Source: an optimization exercise on an open RTL-to-GDS flow (aim: small area and a short achievable clock period). Production flows keep margins and buffers that such runs may drop. RTL that was checked went through simulation tests only; none was proved equivalent to the original.

==> inputs of v38 <==
==> flow/design.v <==
package dds_pkg;
  localparam logic [1:0] CFG_FREQ        = 2'd0;
  localparam logic [1:0] CFG_PHASE_OFS   = 2'd1;
  localparam logic [1:0] CFG_SWEEP_STEP  = 2'd2;
  localparam logic [1:0] CFG_SWEEP_LIMIT = 2'd3;
  function automatic int clog2(input int value);
    int v;
    clog2 = 0;
    for (v = value - 1; v > 0; v = v >> 1) begin
      clog2 = clog2 + 1;
    end
  endfunction
  function automatic int ch_width(input int num_ch);
    ch_width = (clog2(num_ch) < 1) ? 1 : clog2(num_ch);
  endfunction
endpackage
module dds_acc_channel #(
  parameter int ACC_W = 32,
  parameter int OUT_W = 12
) (
  input  logic             clock,
  input  logic             reset,
  input  logic             rst_q,
  input  logic             enable,
  input  logic             commit,
  input  logic             sync_clear,
  input  logic             sweep_en,
  input  logic [ACC_W-1:0] shadow_freq,
  input  logic [ACC_W-1:0] shadow_ofs,
  input  logic [ACC_W-1:0] shadow_step,
  input  logic [ACC_W-1:0] shadow_limit,
  output logic [OUT_W-1:0] phase,
  output logic             wrap,
  output logic             sweep_done
);
  logic [ACC_W-1:0] freq_act;
  logic [ACC_W-1:0] ofs_act;
  logic [ACC_W-1:0] step_act;
  logic [ACC_W-1:0] limit_act;
  logic [ACC_W-1:0] acc;
  logic [ACC_W:0]   acc_sum;
  logic [ACC_W-1:0] sweep_sum;
  logic [ACC_W-1:0] phase_sum;
  assign acc_sum   = {1'b0, acc} + {1'b0, freq_act};
  assign sweep_sum = freq_act + step_act;
  assign phase_sum = acc + ofs_act;
  logic [ACC_W-1:0] cs_x, cs_y, nlim;
  logic [ACC_W:0]   cs_sum;
  logic             over;
  assign nlim   = ~limit_act;
  assign cs_x   = freq_act ^ step_act ^ nlim;
  assign cs_y   = (freq_act & step_act) | (freq_act & nlim) | (step_act & nlim);
  assign cs_sum = {1'b0, cs_x} + {1'b0, cs_y[ACC_W-2:0], 1'b0};
  assign over   = cs_y[ACC_W-1] | cs_sum[ACC_W];
  logic live, acc_add, acc_hold, act_load, act_hold, sw_run, sw_hold;
  assign live     = ~rst_q;
  assign acc_add  = live & ~sync_clear & enable;
  assign acc_hold = live & ~sync_clear & ~enable;
  assign act_load = live & commit;
  assign act_hold = live & ~commit;
  assign sw_run   = act_hold & sweep_en & enable & ~sweep_done;
  assign sw_hold  = act_hold & ~(sweep_en & enable & ~sweep_done);
  logic [ACC_W-1:0] sweep_next;
  assign sweep_next = over ? limit_act : sweep_sum;
  always_ff @(posedge clock) begin
    acc       <= ({ACC_W{acc_add}} & acc_sum[ACC_W-1:0]) | ({ACC_W{acc_hold}} & acc);
    ofs_act   <= ({ACC_W{act_load}} & shadow_ofs)   | ({ACC_W{act_hold}} & ofs_act);
    step_act  <= ({ACC_W{act_load}} & shadow_step)  | ({ACC_W{act_hold}} & step_act);
    limit_act <= ({ACC_W{act_load}} & shadow_limit) | ({ACC_W{act_hold}} & limit_act);
    freq_act  <= ({ACC_W{act_load}} & shadow_freq) | ({ACC_W{sw_run}} & sweep_next) |
                 ({ACC_W{sw_hold}} & freq_act);
  end
  always_ff @(posedge clock or posedge reset) begin
    if (reset) begin
      phase      <= '0;
      wrap       <= 1'b0;
      sweep_done <= 1'b0;
    end else begin
      phase      <= {OUT_W{live}} & phase_sum[ACC_W-1 -: OUT_W];
      wrap       <= acc_add & acc_sum[ACC_W];
      sweep_done <= act_hold & sweep_en & (sweep_done | (enable & over));
    end
  end
endmodule
module dds_phase_accumulator_mc #(
  parameter int NUM_CH = 4,
  parameter int ACC_W  = 32,
  parameter int OUT_W  = 12,
  localparam int CH_W  = dds_pkg::ch_width(NUM_CH)
) (
  input  logic                    clock,
  input  logic                    reset,
  input  logic                    enable,
  input  logic                    cfg_valid,
  output logic                    cfg_ready,
  input  logic [CH_W-1:0]         cfg_ch,
  input  logic [1:0]              cfg_sel,
  input  logic [ACC_W-1:0]        cfg_data,
  input  logic                    update,
  input  logic [NUM_CH-1:0]       sync_clear,
  input  logic [NUM_CH-1:0]       sweep_en,
  output logic [NUM_CH*OUT_W-1:0] phase_out,
  output logic [NUM_CH-1:0]       wrap,
  output logic [NUM_CH-1:0]       sweep_done
);
  logic commit_pending;
  logic rst_q;
  assign cfg_ready = ~commit_pending;
  always_ff @(posedge clock or posedge reset) begin
    if (reset) begin
      commit_pending <= 1'b0;
    end else begin
      commit_pending <= ~commit_pending & update;
    end
  end
  always_ff @(posedge clock or posedge reset) begin
    if (reset) begin
      rst_q <= 1'b1;
    end else begin
      rst_q <= 1'b0;
    end
  end
  for (genvar c = 0; c < NUM_CH; c++) begin : g_ch
    logic [ACC_W-1:0] sh_freq;
    logic [ACC_W-1:0] sh_ofs;
    logic [ACC_W-1:0] sh_step;
    logic [ACC_W-1:0] sh_limit;
    logic             wr_hit;
    logic [3:0]       wr, hold;
    assign wr_hit = cfg_valid && cfg_ready && (cfg_ch == CH_W'(c));
    for (genvar s = 0; s < 4; s++) begin : g_sel
      assign wr[s]   = wr_hit & (cfg_sel == 2'(s));
      assign hold[s] = ~wr[s] & ~rst_q;
    end
    always_ff @(posedge clock) begin
      sh_freq  <= ({ACC_W{wr[dds_pkg::CFG_FREQ]}} & cfg_data) |
                  ({ACC_W{hold[dds_pkg::CFG_FREQ]}} & sh_freq);
      sh_ofs   <= ({ACC_W{wr[dds_pkg::CFG_PHASE_OFS]}} & cfg_data) |
                  ({ACC_W{hold[dds_pkg::CFG_PHASE_OFS]}} & sh_ofs);
      sh_step  <= ({ACC_W{wr[dds_pkg::CFG_SWEEP_STEP]}} & cfg_data) |
                  ({ACC_W{hold[dds_pkg::CFG_SWEEP_STEP]}} & sh_step);
      sh_limit <= ({ACC_W{wr[dds_pkg::CFG_SWEEP_LIMIT]}} & cfg_data) |
                  ({ACC_W{hold[dds_pkg::CFG_SWEEP_LIMIT]}} & sh_limit);
    end
    dds_acc_channel #(
      .ACC_W(ACC_W),
      .OUT_W(OUT_W)
    ) u_ch (
      .clock       (clock),
      .reset       (reset),
      .rst_q       (rst_q),
      .enable      (enable),
      .commit      (commit_pending),
      .sync_clear  (sync_clear[c]),
      .sweep_en    (sweep_en[c]),
      .shadow_freq (sh_freq),
      .shadow_ofs  (sh_ofs),
      .shadow_step (sh_step),
      .shadow_limit(sh_limit),
      .phase       (phase_out[c*OUT_W +: OUT_W]),
      .wrap        (wrap[c]),
      .sweep_done  (sweep_done[c])
    );
  end
endmodule
==> flow/run.sh <==
#!/bin/bash
# synth_recipe.tcl (not shown) runs the flow's synth.tcl, then flattens the netlist and writes it again
# the make line also repeats each setting of config.mk as NAME=value (left out here)
make -C /OpenROAD-flow-scripts/flow DESIGN_CONFIG=/design/flow/config.mk WORK_HOME=/design/flow/orfs CLKGATE_MAP_FILE= SYNTH_SCRIPT=/design/flow/synth_recipe.tcl finish
==> flow/config.mk <==
export PLATFORM = sky130hd
export DESIGN_NAME = dds_phase_accumulator_mc
export DESIGN_NICKNAME = dds_phase_accumulator_mc
export VERILOG_FILES = /design/flow/design.v
export SDC_FILE = /design/flow/constraint.sdc
export NUM_CORES = 4
export LEC_CHECK = 0
export CAP_MARGIN = 20
export CORE_MARGIN = 2
export CORE_UTILIZATION = 40
export SLEW_MARGIN = 20
==> flow/constraint.sdc <==
create_clock -name core_clock -period 5.8 [get_ports {clock}]
set_input_delay 1.1600 -clock core_clock [delete_from_list [all_inputs] [get_ports {clock}]]
set_output_delay 1.1600 -clock core_clock [all_outputs]
set_load 0.01 [all_outputs]
==> v20: changes against v38 <==
==> flow/design.v (replaced) <==
package dds_pkg;
  localparam logic [1:0] CFG_FREQ        = 2'd0;
  localparam logic [1:0] CFG_PHASE_OFS   = 2'd1;
  localparam logic [1:0] CFG_SWEEP_STEP  = 2'd2;
  localparam logic [1:0] CFG_SWEEP_LIMIT = 2'd3;
  function automatic int clog2(input int value);
    int v;
    clog2 = 0;
    for (v = value - 1; v > 0; v = v >> 1) begin
      clog2 = clog2 + 1;
    end
  endfunction
  function automatic int ch_width(input int num_ch);
    ch_width = (clog2(num_ch) < 1) ? 1 : clog2(num_ch);
  endfunction
endpackage
module dds_acc_channel #(
  parameter int ACC_W = 32,
  parameter int OUT_W = 12
) (
  input  logic             clock,
  input  logic             reset,
  input  logic             enable,
  input  logic             commit,
  input  logic             sync_clear,
  input  logic             sweep_en,
  input  logic [ACC_W-1:0] shadow_freq,
  input  logic [ACC_W-1:0] shadow_ofs,
  input  logic [ACC_W-1:0] shadow_step,
  input  logic [ACC_W-1:0] shadow_limit,
  output logic [OUT_W-1:0] phase,
  output logic             wrap,
  output logic             sweep_done
);
  logic [ACC_W-1:0] freq_act;
  logic [ACC_W-1:0] ofs_act;
  logic [ACC_W-1:0] step_act;
  logic [ACC_W-1:0] limit_act;
  logic [ACC_W-1:0] acc;
  logic [ACC_W:0]   acc_sum;
  logic [ACC_W:0]   sweep_sum;
  assign acc_sum   = {1'b0, acc} + {1'b0, freq_act};
  assign sweep_sum = {1'b0, freq_act} + {1'b0, step_act};
  always_ff @(posedge clock or posedge reset) begin
    if (reset) begin
      acc  <= '0;
      wrap <= 1'b0;
    end else if (sync_clear) begin
      acc  <= '0;
      wrap <= 1'b0;
    end else if (enable) begin
      acc  <= acc_sum[ACC_W-1:0];
      wrap <= acc_sum[ACC_W];
    end else begin
      wrap <= 1'b0;
    end
  end
  always_ff @(posedge clock or posedge reset) begin
    if (reset) begin
      phase <= '0;
    end else begin
      phase <= OUT_W'((acc + ofs_act) >> (ACC_W - OUT_W));
    end
  end
  always_ff @(posedge clock or posedge reset) begin
    if (reset) begin
      freq_act   <= '0;
      ofs_act    <= '0;
      step_act   <= '0;
      limit_act  <= '0;
      sweep_done <= 1'b0;
    end else if (commit) begin
      freq_act   <= shadow_freq;
      ofs_act    <= shadow_ofs;
      step_act   <= shadow_step;
      limit_act  <= shadow_limit;
      sweep_done <= 1'b0;
    end else if (!sweep_en) begin
      sweep_done <= 1'b0;
    end else if (enable && !sweep_done) begin
      if (sweep_sum > {1'b0, limit_act}) begin
        freq_act   <= limit_act;
        sweep_done <= 1'b1;
      end else begin
        freq_act <= sweep_sum[ACC_W-1:0];
      end
    end
  end
endmodule
module dds_phase_accumulator_mc #(
  parameter int NUM_CH = 4,
  parameter int ACC_W  = 32,
  parameter int OUT_W  = 12,
  localparam int CH_W  = dds_pkg::ch_width(NUM_CH)
) (
  input  logic                    clock,
  input  logic                    reset,
  input  logic                    enable,
  input  logic                    cfg_valid,
  output logic                    cfg_ready,
  input  logic [CH_W-1:0]         cfg_ch,
  input  logic [1:0]              cfg_sel,
  input  logic [ACC_W-1:0]        cfg_data,
  input  logic                    update,
  input  logic [NUM_CH-1:0]       sync_clear,
  input  logic [NUM_CH-1:0]       sweep_en,
  output logic [NUM_CH*OUT_W-1:0] phase_out,
  output logic [NUM_CH-1:0]       wrap,
  output logic [NUM_CH-1:0]       sweep_done
);
  logic commit_pending;
  assign cfg_ready = ~commit_pending;
  always_ff @(posedge clock or posedge reset) begin
    if (reset) begin
      commit_pending <= 1'b0;
    end else if (commit_pending) begin
      commit_pending <= 1'b0;
    end else if (update) begin
      commit_pending <= 1'b1;
    end
  end
  for (genvar c = 0; c < NUM_CH; c++) begin : g_ch
    logic [ACC_W-1:0] sh_freq;
    logic [ACC_W-1:0] sh_ofs;
    logic [ACC_W-1:0] sh_step;
    logic [ACC_W-1:0] sh_limit;
    logic             wr_hit;
    assign wr_hit = cfg_valid && cfg_ready && (cfg_ch == CH_W'(c));
    always_ff @(posedge clock or posedge reset) begin
      if (reset) begin
        sh_freq  <= '0;
        sh_ofs   <= '0;
        sh_step  <= '0;
        sh_limit <= '0;
      end else if (wr_hit) begin
        case (cfg_sel)
          dds_pkg::CFG_FREQ:        sh_freq  <= cfg_data;
          dds_pkg::CFG_PHASE_OFS:   sh_ofs   <= cfg_data;
          dds_pkg::CFG_SWEEP_STEP:  sh_step  <= cfg_data;
          dds_pkg::CFG_SWEEP_LIMIT: sh_limit <= cfg_data;
          default:         sh_freq  <= sh_freq;
        endcase
      end
    end
    dds_acc_channel #(
      .ACC_W(ACC_W),
      .OUT_W(OUT_W)
    ) u_ch (
      .clock       (clock),
      .reset       (reset),
      .enable      (enable),
      .commit      (commit_pending),
      .sync_clear  (sync_clear[c]),
      .sweep_en    (sweep_en[c]),
      .shadow_freq (sh_freq),
      .shadow_ofs  (sh_ofs),
      .shadow_step (sh_step),
      .shadow_limit(sh_limit),
      .phase       (phase_out[c*OUT_W +: OUT_W]),
      .wrap        (wrap[c]),
      .sweep_done  (sweep_done[c])
    );
  end
endmodule
==> impl_metrics.json <==
{
  "hold_end": "g_ch[1].u_ch.limit_act[31]",
  "p_sw_frac": 0.391,
  "synth-seq-cells": 1209,
  "dp_cells": 7877,
  "fin_nets": 6419,
  "grt_max_degree": 142,
  "dp_hpwl_um": 117000,
  "critPathTopFamily": "compound AO/OA/AOI/OAI gates",
  "yosys.cell_count.top_type": "dfrtp_1",
  "area_delta_synth_final_pct": 13.2,
  "status": "timing/DRC/antenna clean",
  "synthSimpleGateAreaFrac": 0.0749,
  "n_all_inverters": 209,
  "die_area_um2": 164000
}
(the above is from v20)
==> impl_metrics.json <==
{
  "status": "timing/DRC/antenna clean",
  "synth-seq-cells": 1210,
  "yosys.cell_count.top_type": "dfxtp_1",
  "clkPwrFrac": 0.476,
  "p_sw_frac": 0.253,
  "fin_nets": 7973,
  "multi_input_area_share": 0.517,
  "hold_end": "g_ch[2].u_ch.freq_act[17]",
  "n_all_inverters": 369,
  "grt_max_degree": 253,
  "post-place-ws_ns": 1.73,
  "synthSimpleGateAreaFrac": 0.178,
  "critical_path_buf_inv_count": 2,
  "die_area_um2": 165000,
  "dp_cells": 9315,
  "dp_hpwl_um": 128000,
  "min-delay-start": "g_ch[2].sh_freq[17]"
}
(the above is from v38)
The RTL of v38 was laid out without a check of its function.

* * *

==> branch umber <==
Another version of the RTL of dds_phase_accumulator_mc (not shown whole).
clock: 5.8 ns
lec_check: 0
cap_margin: 20
core_margin: 2
core_utilization: 55
setup_slack_margin: 3.1
slew_margin: 20
synth_hierarchical: 1
run.sh (not shown) runs the stock make flow with config.mk's settings and CLKGATE_MAP_FILE= SYNTH_SCRIPT=/design/flow/synth_recipe.tcl, a recipe that flattens the netlist after the stock synthesis.
==> branch xenon (differences from branch umber) <==
--- a/flow/design.v
+++ b/flow/design.v
@@ -37,28 +37,27 @@
 );
   logic [ACC_W-1:0] freq_act;
   logic [ACC_W-1:0] ofs_act;
   logic [ACC_W-1:0] step_act;
   logic [ACC_W-1:0] nlim_act;    
   logic [ACC_W-1:0] acc;
   logic [ACC_W:0]   acc_sum;
   logic [ACC_W-1:0] sweep_sum;
-  logic [ACC_W-1:0] sweep_px;    
   logic [OUT_W-1:0] phase_top;
   dds_add_full u_acc_add (
     .a(acc), .b(freq_act), .sum(acc_sum[ACC_W-1:0]), .cout(acc_sum[ACC_W]));
   dds_add_sum u_sweep_add (
-    .a(freq_act), .b(step_act), .sum(sweep_sum), .px(sweep_px));
+    .a(freq_act), .b(step_act), .sum(sweep_sum));
   dds_add_top u_phase_add (
     .a(acc), .b(ofs_act), .sum(phase_top));
   logic [ACC_W-1:0] cs_x, cs_y;
   logic             cs_cout;
   logic             over;
-  assign cs_x   = sweep_px ^ nlim_act;
+  assign cs_x   = freq_act ^ step_act ^ nlim_act;
   assign cs_y   = (freq_act & step_act) | (freq_act & nlim_act) | (step_act & nlim_act);
   dds_add_cout u_cmp_add (
     .a(cs_x), .b({cs_y[ACC_W-2:0], 1'b0}), .cout(cs_cout));
   assign over   = cs_y[ACC_W-1] | cs_cout;
   logic act_hold;
   always_ff @(posedge clock or posedge reset) begin
     if (reset) begin
       act_hold <= 1'b0;
@@ -347,23 +346,21 @@
   assign sum[29] = (x[29] ^ g5_28);
   assign sum[30] = ~(x[30] ^ g5_29);
   assign sum[31] = ~(x[31] ^ g5_30);
   assign cout = g5_31;
 endmodule
 module dds_add_sum (
   input  logic [31:0] a,
   input  logic [31:0] b,
-  output logic [31:0] sum,
-  output logic [31:0] px
+  output logic [31:0] sum
 );
   logic [31:0] g0, t0, x;
   dds_l0 u_l0 [31:0] (.a(a), .b(b), .gn(g0), .tn(t0));
   dds_xor u_x [31:0] (.a(a), .b(b), .x(x));
-  assign px = x;
   logic g1_1;
   logic n_g1_1;
   logic g2_2;
   logic g1_3, t1_3;
   logic g2_3;
   logic g3_4;
   logic g1_5, t1_5;
   logic n_g2_3;
Settings changed: CORE_UTILIZATION 55 to 60, SETUP_SLACK_MARGIN 3.1 to 2.8.
==> branch willow (differences from branch umber) <==
--- a/flow/design.v
+++ b/flow/design.v
@@ -37,28 +37,27 @@
 );
   logic [ACC_W-1:0] freq_act;
   logic [ACC_W-1:0] ofs_act;
   logic [ACC_W-1:0] step_act;
   logic [ACC_W-1:0] nlim_act;    
   logic [ACC_W-1:0] acc;
   logic [ACC_W:0]   acc_sum;
   logic [ACC_W-1:0] sweep_sum;
-  logic [ACC_W-1:0] sweep_px;    
   logic [OUT_W-1:0] phase_top;
   dds_add_full u_acc_add (
     .a(acc), .b(freq_act), .sum(acc_sum[ACC_W-1:0]), .cout(acc_sum[ACC_W]));
   dds_add_sum u_sweep_add (
-    .a(freq_act), .b(step_act), .sum(sweep_sum), .px(sweep_px));
+    .a(freq_act), .b(step_act), .sum(sweep_sum));
   dds_add_top u_phase_add (
     .a(acc), .b(ofs_act), .sum(phase_top));
   logic [ACC_W-1:0] cs_x, cs_y;
   logic             cs_cout;
   logic             over;
-  assign cs_x   = sweep_px ^ nlim_act;
+  assign cs_x   = freq_act ^ step_act ^ nlim_act;
   assign cs_y   = (freq_act & step_act) | (freq_act & nlim_act) | (step_act & nlim_act);
   dds_add_cout u_cmp_add (
     .a(cs_x), .b({cs_y[ACC_W-2:0], 1'b0}), .cout(cs_cout));
   assign over   = cs_y[ACC_W-1] | cs_cout;
   logic act_hold;
   always_ff @(posedge clock or posedge reset) begin
     if (reset) begin
       act_hold <= 1'b0;
@@ -347,23 +346,21 @@
   assign sum[29] = (x[29] ^ g5_28);
   assign sum[30] = ~(x[30] ^ g5_29);
   assign sum[31] = ~(x[31] ^ g5_30);
   assign cout = g5_31;
 endmodule
 module dds_add_sum (
   input  logic [31:0] a,
   input  logic [31:0] b,
-  output logic [31:0] sum,
-  output logic [31:0] px
+  output logic [31:0] sum
 );
   logic [31:0] g0, t0, x;
   dds_l0 u_l0 [31:0] (.a(a), .b(b), .gn(g0), .tn(t0));
   dds_xor u_x [31:0] (.a(a), .b(b), .x(x));
-  assign px = x;
   logic g1_1;
   logic n_g1_1;
   logic g2_2;
   logic g1_3, t1_3;
   logic g2_3;
   logic g3_4;
   logic g1_5, t1_5;
   logic n_g2_3;
Settings changed: CORE_UTILIZATION 55 to 40, CTS_CLUSTER_DIAMETER set to 90, CTS_CLUSTER_SIZE set to 24, SETUP_SLACK_MARGIN 3.1 to 3.0.
==> branch fjord (differences from branch umber) <==
--- a/flow/design.v
+++ b/flow/design.v
@@ -37,28 +37,27 @@
 );
   logic [ACC_W-1:0] freq_act;
   logic [ACC_W-1:0] ofs_act;
   logic [ACC_W-1:0] step_act;
   logic [ACC_W-1:0] nlim_act;    
   logic [ACC_W-1:0] acc;
   logic [ACC_W:0]   acc_sum;
   logic [ACC_W-1:0] sweep_sum;
-  logic [ACC_W-1:0] sweep_px;    
   logic [OUT_W-1:0] phase_top;
   dds_add_full u_acc_add (
     .a(acc), .b(freq_act), .sum(acc_sum[ACC_W-1:0]), .cout(acc_sum[ACC_W]));
   dds_add_sum u_sweep_add (
-    .a(freq_act), .b(step_act), .sum(sweep_sum), .px(sweep_px));
+    .a(freq_act), .b(step_act), .sum(sweep_sum));
   dds_add_top u_phase_add (
     .a(acc), .b(ofs_act), .sum(phase_top));
   logic [ACC_W-1:0] cs_x, cs_y;
   logic             cs_cout;
   logic             over;
-  assign cs_x   = sweep_px ^ nlim_act;
+  assign cs_x   = freq_act ^ step_act ^ nlim_act;
   assign cs_y   = (freq_act & step_act) | (freq_act & nlim_act) | (step_act & nlim_act);
   dds_add_cout u_cmp_add (
     .a(cs_x), .b({cs_y[ACC_W-2:0], 1'b0}), .cout(cs_cout));
   assign over   = cs_y[ACC_W-1] | cs_cout;
   logic act_hold;
   always_ff @(posedge clock or posedge reset) begin
     if (reset) begin
       act_hold <= 1'b0;
@@ -347,23 +346,21 @@
   assign sum[29] = (x[29] ^ g5_28);
   assign sum[30] = ~(x[30] ^ g5_29);
   assign sum[31] = ~(x[31] ^ g5_30);
   assign cout = g5_31;
 endmodule
 module dds_add_sum (
   input  logic [31:0] a,
   input  logic [31:0] b,
-  output logic [31:0] sum,
-  output logic [31:0] px
+  output logic [31:0] sum
 );
   logic [31:0] g0, t0, x;
   dds_l0 u_l0 [31:0] (.a(a), .b(b), .gn(g0), .tn(t0));
   dds_xor u_x [31:0] (.a(a), .b(b), .x(x));
-  assign px = x;
   logic g1_1;
   logic n_g1_1;
   logic g2_2;
   logic g1_3, t1_3;
   logic g2_3;
   logic g3_4;
   logic g1_5, t1_5;
   logic n_g2_3;
@@ -894,17 +891,25 @@
   input  logic [NUM_CH-1:0]       sync_clear,
   input  logic [NUM_CH-1:0]       sweep_en,
   output logic [NUM_CH*OUT_W-1:0] phase_out,
   output logic [NUM_CH-1:0]       wrap,
   output logic [NUM_CH-1:0]       sweep_done
 );
   logic commit_pending;
   logic rst_q;
-  assign cfg_ready = ~commit_pending;
+  always_ff @(posedge clock or posedge reset) begin
+    if (reset) begin
+      cfg_ready <= 1'b1;
+    end else begin
+      cfg_ready <= ~(~commit_pending & update);
+    end
+  end
+  logic wr_ok;
+  assign wr_ok = cfg_valid & cfg_ready;
   always_ff @(posedge clock or posedge reset) begin
     if (reset) begin
       commit_pending <= 1'b0;
     end else begin
       commit_pending <= ~commit_pending & update;
     end
   end
   always_ff @(posedge clock or posedge reset) begin
@@ -916,19 +921,19 @@
   end
   for (genvar c = 0; c < NUM_CH; c++) begin : g_ch
     logic [ACC_W-1:0] sh_freq;
     logic [ACC_W-1:0] sh_ofs;
     logic [ACC_W-1:0] sh_step;
     logic [ACC_W-1:0] sh_limit;
     logic             wr_hit;
     logic [3:0]       wr, sh_valid, load;
-    assign wr_hit = cfg_valid && cfg_ready && (cfg_ch == CH_W'(c));
+    assign wr_hit = cfg_ch == CH_W'(c);
     for (genvar s = 0; s < 4; s++) begin : g_sel
-      assign wr[s]   = wr_hit & (cfg_sel == 2'(s));
+      assign wr[s]   = wr_ok & (wr_hit & (cfg_sel == 2'(s)));
     end
     always_ff @(posedge clock or posedge reset) begin
       if (reset) begin
         sh_valid <= '0;
       end else begin
         sh_valid <= sh_valid | wr;
       end
     end
Settings changed: CORE_UTILIZATION 55 to 45, CTS_CLUSTER_DIAMETER set to 80, CTS_CLUSTER_SIZE set to 20.
==> comparison table <==
| metric | branch xenon | branch willow | branch fjord | branch umber |
|---|---|---|---|---|
| Max stage delay on crit path | 1.10 ns | 0.89 ns | 0.68 ns | 0.64 ns |
| Core Area | 0.104 mm^2 | 0.156 mm^2 | 0.139 mm^2 | 0.115 mm^2 |
| Post-detailed-route via-to-cell ratio | 5.95 | 5.42 | 5.54 | 5.81 |
| Cell area reported after detailed placement | 0.0658 mm^2 | 0.0666 mm^2 | 0.0664 mm^2 | 0.0667 mm^2 |
| Global-route usage over all layers | 30.4% | 20.7% | 23.8% | 29.4% |
| Endpoint of the worst register-to-register path | g_ch[0].u_ch.freq_act[24]$_DFF_P_ | g_ch[3].u_ch.freq_act[18]$_DFF_P_ | g_ch[0].u_ch.freq_act[11]$_DFF_P_ | g_ch[3].u_ch.freq_act[12]$_DFF_P_ |
| Met2 Use GR | 49.5% | 35.3% | 40.1% | 50.5% |
| Post-route fraction of the period consumed by the critical path | 52.6% | 50.9% | 51.2% | 47.2% |
| Crit-path max FO | 32 | 32 | 23 | 18 |
| Routed length on met1 | 72.1 mm | 77.0 mm | 76.7 mm | 76.3 mm |
| Number of clock sinks | 1230 | 1230 | 1231 | 1230 |
| Largest net degree at the start of global routing | 68 | 58 | 68 | 83 |
| Area Overhead vs Synth | 13.3% | 11.7% | 14.8% | 18.5% |
| Run status | timing/DRC/antenna clean | timing/DRC/antenna clean | timing/DRC/antenna clean | timing/DRC/antenna clean |
| Placement Setup Slack | 1.94 ns | 1.95 ns | 1.96 ns | 1.91 ns |
| Routed Wire Length | 165 mm | 170 mm | 174 mm | 180 mm |
| Post-detailed-placement half-perimeter wirelength | 105 mm | 109 mm | 109 mm | 110 mm |
| Clock buffer count | 188 | 98 | 118 | 187 |
| Min-Delay Startpoint | g_ch[3].sh_limit[23]$_DFFE_PP_ | g_ch[3].sh_limit[3]$_DFFE_PP_ | g_ch[1].sh_limit[6]$_DFFE_PP_ | g_ch[0].sh_limit[31]$_DFFE_PP_ |
| Height of the die | 328 um | 401 um | 378 um | 345 um |
| Critical R2R Launch | g_ch[0].u_ch.freq_act[1]$_DFF_P_ | g_ch[3].u_ch.freq_act[6]$_DFF_P_ | g_ch[0].u_ch.freq_act[3]$_DFF_P_ | g_ch[3].u_ch.step_act[14]$_DFF_P_ |
Only the layout flow was run in branch umber and branch fjord; the RTL was not checked for function there.

-- static timing again, ports no longer ideal --
In the flow no input, the clock included, has a driving cell. The finished layouts below were timed again as built, in two steps.
Step 1 sets driving cells, clkbuf_16 on the clock port and buf_2 on the other inputs (assumed; they add their load-dependent delay and slew).
Step 2 also shifts input and output timing later by t, the mid clock arrival at the registers, as if the neighbouring blocks saw the same clock.
Three values: ideal, step 1, step 2; two values: the first two.
| run | t, ns | setup slack, ns | worst data-port slew with drivers (ns) |
|---|---|---|---|
| v38 | 0.868 | 1.415 / 1.330 / 1.613 | 0.21 |
| v20 | 0.853 | 0.221 / 0.221 / 0.221 | 0.12 |
| branch umber | 0.814 | 3.060 / 3.048 / 2.234 | 0.13 |
| branch xenon | 0.817 | 2.750 / 2.705 / 1.888 | 0.15 |
| branch willow | 0.810 | 2.849 / 2.779 / 1.969 | 0.17 |
| branch fjord | 0.790 | 2.832 / 2.823 / 2.033 | 0.09 |
After both steps every run listed still meets setup and hold. The setup slack of branch willow, which loses most, moves by -0.070 ns with the drivers and by -0.880 ns with both steps.
